Context: an optimization exercise on an open-source flow, tuned for small area, a short achievable clock period and few clock cycles. The choices shown serve that exercise and are no tape-out recipe.
At most, simulation tests tie the RTL to the original design; equivalence was not proved.

== the baseline ==
==> module conv_top, before the edit <==
module conv_top #(
  parameter int IMG_BITS = 6
) (
  input  logic                  clk,
  input  logic                  reset,
  input  logic                  ready,
  input  logic signed [19:0]    idata,
  output logic                  busy,
  output logic [2*IMG_BITS-1:0] iaddr,
  output logic                  cwr,
  output logic [2*IMG_BITS-1:0] caddr_wr,
  output logic signed [19:0]    cdata_wr
);
typedef logic signed [19:0] pixel_t;
localparam int STRIP_ROWS = 8;
  localparam int L  = STRIP_ROWS + 2;   
  localparam int SR = 2 * L + 3;
  logic       rd_act;    
  logic       rd_first;  
  logic [3:0] ri;        
  logic [6:0] rx;        
  logic [5:0] arow;      
  logic       start;
  logic       col_end;
  logic       pad;
  assign start   = ready && !busy;
  assign col_end = (ri == 4'(L - 1));
  assign pad     = rx[6] || (ri == 4'd0 && arow == 6'd63) || (col_end && arow == 6'd0);
  assign iaddr   = {arow, rx[5:0]};
  always_ff @(posedge clk or posedge reset) begin
    if (reset) begin
      rd_act   <= 1'b0;
      rd_first <= 1'b1;
      ri       <= '0;
      rx       <= 7'd64;
      arow     <= 6'd63 - 6'(STRIP_ROWS);
    end else begin
      if (start) rd_act <= 1'b1;
      if (rd_act) begin
        if (!col_end) begin
          ri   <= ri + 1'b1;
          arow <= arow + 1'b1;
        end else begin
          ri <= '0;
          if (!rx[6]) begin
            rx   <= rx + 1'b1;
            arow <= arow - 6'(L - 1);
          end else if (!rd_first && arow == 6'd0) begin
            rd_act   <= 1'b0;
            rd_first <= 1'b1;
            arow     <= arow - 6'(L - 1);
          end else begin
            rx       <= '0;
            arow     <= arow - 6'(L - 1) + 6'(STRIP_ROWS);
            rd_first <= 1'b0;
          end
        end
      end
    end
  end
  logic rd_valid;
  assign rd_valid = rd_act && !rd_first && (ri >= 4'd2) && (rx != 7'd0);
  pixel_t sr [SR];
  always_ff @(posedge clk) begin
    sr[0] <= pad ? '0 : idata;
    for (int i = 1; i < SR; i++) sr[i] <= sr[i-1];
  end
  logic [20*SR-1:0] srv;
  always_comb for (int i = 0; i < SR; i++) srv[20*i +: 20] = sr[i];
  conv_mac u_mac (
    .clk(clk),
    .srv(srv),
    .res(cdata_wr)
  );
  logic v1, v2;
  logic last_wr;
  assign last_wr = cwr && (caddr_wr == '1);
  always_ff @(posedge clk or posedge reset) begin
    if (reset) begin
      v1       <= 1'b0;
      v2       <= 1'b0;
      cwr      <= 1'b0;
      caddr_wr <= '0;
      busy     <= 1'b0;
    end else begin
      v1  <= rd_valid;
      v2  <= v1;
      cwr <= v2;
      if (start) begin
        busy <= 1'b1;
      end else if (last_wr) begin
        busy <= 1'b0;
      end
      if (cwr) begin
        if (caddr_wr[8:6] != 3'd7) begin
          caddr_wr[11:6] <= caddr_wr[11:6] + 1'b1;
        end else if (caddr_wr[5:0] != 6'd63) begin
          caddr_wr[11:6] <= caddr_wr[11:6] - 6'd7;
          caddr_wr[5:0]  <= caddr_wr[5:0] + 1'b1;
        end else begin
          caddr_wr[11:6] <= caddr_wr[11:6] + 1'b1;
          caddr_wr[5:0]  <= '0;
        end
      end
    end
  end
endmodule
==> flow/config.mk <==
export PLATFORM = sky130hd
export DESIGN_NAME = conv_top
export DESIGN_NICKNAME = conv_top
export VERILOG_FILES = /design/flow/design.v
export SDC_FILE = /design/flow/constraint.sdc
export NUM_CORES = 4
export LEC_CHECK = 0
export CAP_MARGIN = 20
export CORE_MARGIN = 2
export CORE_UTILIZATION = 40
export SLEW_MARGIN = 20
export SYNTH_HIERARCHICAL = 1
export SYNTH_MINIMUM_KEEP_SIZE = 0
==> flow/constraint.sdc <==
create_clock -name core_clock -period 13.5 [get_ports {clk}]
set_input_delay 2.7000 -clock core_clock [delete_from_list [all_inputs] [get_ports {clk}]]
set_output_delay 2.7000 -clock core_clock [all_outputs]
set_load 0.01 [all_outputs]
standard.sh (not shown) runs the stock make flow with config.mk's settings and CLKGATE_MAP_FILE= SYNTH_SCRIPT=/design/flow/synth_recipe.tcl, a recipe that flattens the netlist after the stock synthesis.
==> flow/flow/run.sh <==
#!/bin/bash
# The standard layout, with post-cts and post-route timing repair aiming
# for setup slack well above what the 13.5 ns clock needs, so that the
# resizer also shortens paths the clock alone would leave slow.
set -euo pipefail
bash standard.sh SETUP_SLACK_MARGIN=9.6 finish > standard_make.log 2>&1
Testbench counts of the baseline, summed over its fixed seeds: cycles 41,712.
What the candidate does differently from the baseline at the input level:
diff --git a/flow/design.v b/flow/design.v
--- a/flow/design.v
+++ b/flow/design.v
@@ -2010,30 +2010,30 @@
   always_ff @(posedge clk or posedge reset) begin
     if (reset) begin
       rd_act   <= 1'b0;
+      rd_first <= 1'b0;
+      ri       <= '0;
+      rx       <= '0;
+      arow     <= '0;
+    end else if (start) begin
+      rd_act   <= 1'b1;
       rd_first <= 1'b1;
       ri       <= '0;
       rx       <= 7'd64;
       arow     <= 6'd63 - 6'(STRIP_ROWS);
-    end else begin
-      if (start) rd_act <= 1'b1;
-      if (rd_act) begin
-        if (!col_end) begin
-          ri   <= ri + 1'b1;
-          arow <= arow + 1'b1;
+    end else if (rd_act) begin
+      if (!col_end) begin
+        ri   <= ri + 1'b1;
+        arow <= arow + 1'b1;
+      end else begin
+        ri <= '0;
+        if (!rx[6]) begin
+          rx   <= rx + 1'b1;
+          arow <= arow - 6'(L - 1);
         end else begin
-          ri <= '0;
-          if (!rx[6]) begin
-            rx   <= rx + 1'b1;
-            arow <= arow - 6'(L - 1);
-          end else if (!rd_first && arow == 6'd0) begin
-            rd_act   <= 1'b0;
-            rd_first <= 1'b1;
-            arow     <= arow - 6'(L - 1);
-          end else begin
-            rx       <= '0;
-            arow     <= arow - 6'(L - 1) + 6'(STRIP_ROWS);
-            rd_first <= 1'b0;
-          end
+          rx       <= '0;
+          arow     <= arow - 6'(L - 1) + 6'(STRIP_ROWS);
+          rd_first <= 1'b0;
+          if (!rd_first && arow == 6'd0) rd_act <= 1'b0;
         end
       end
     end
@@ -2067,7 +2067,8 @@
       v2  <= v1;
       cwr <= v2;
       if (start) begin
-        busy <= 1'b1;
+        busy     <= 1'b1;
+        caddr_wr <= '0;
       end else if (last_wr) begin
         busy <= 1'b0;
       end
## What came out
- The synthesized cell count was comparable across the baseline and the candidate.
- Of the two values seen for end point of the critical path, u_mac.res[12]$_SDFF_PP0_ was produced by the candidate and iaddr[11] by the baseline.
- Reported for the baseline and the candidate, number of hold buffers added after cts turned out identical to the last digit.
- The candidate falls short of the baseline in total via count after detailed routing.
- Critical path depth up 15 in the candidate wrt the baseline
- From the candidate to the baseline, maximum buffer depth of the clock tree did not move at all.
- Of the two values seen for beginning of the critical path, arow[5]$_DFFE_PP1P_ was produced by the baseline and u_mac.q20_1$_DFF_P_ by the candidate.
- The candidate against the baseline: setup slack now smaller; worst hold margin rose by 9.1 ps.
For the candidate, only the layout was checked, not whether the RTL still works.

==> port drivers added, routing unchanged <==
In the flow no input, the clock included, has a driving cell. The finished layouts below were timed again as built, in two steps. Step 1 assumes that a clkbuf_16 drives the clock port and a buf_2 every other input. Step 2 adds t to the input delays and takes it off the output delays; t is the mean of the earliest and latest rising clock arrival at the registers after step 1. Input paths then give back, and output paths get back, about the clock's delay inside the block. Slacks: ideal / step 1 / step 2; pairs: ideal / step 1.
run | t, ns | slack for setup (ns) | hold slack, ns | latest minus earliest clock arrival (ns)
the baseline | 0.695 | 9.506 / 9.441 / 9.625 | 0.306 / 0.306 / 0.306 | 0.042 / 0.042
the candidate | 0.699 | 9.314 / 9.314 / 9.307 | 0.315 / 0.315 / 0.315 | 0.034 / 0.034
After both steps setup and hold are still met in every run listed. The setup slack of the candidate, which loses most, moves by 0.000 ns with the drivers and by -0.007 ns with both steps.
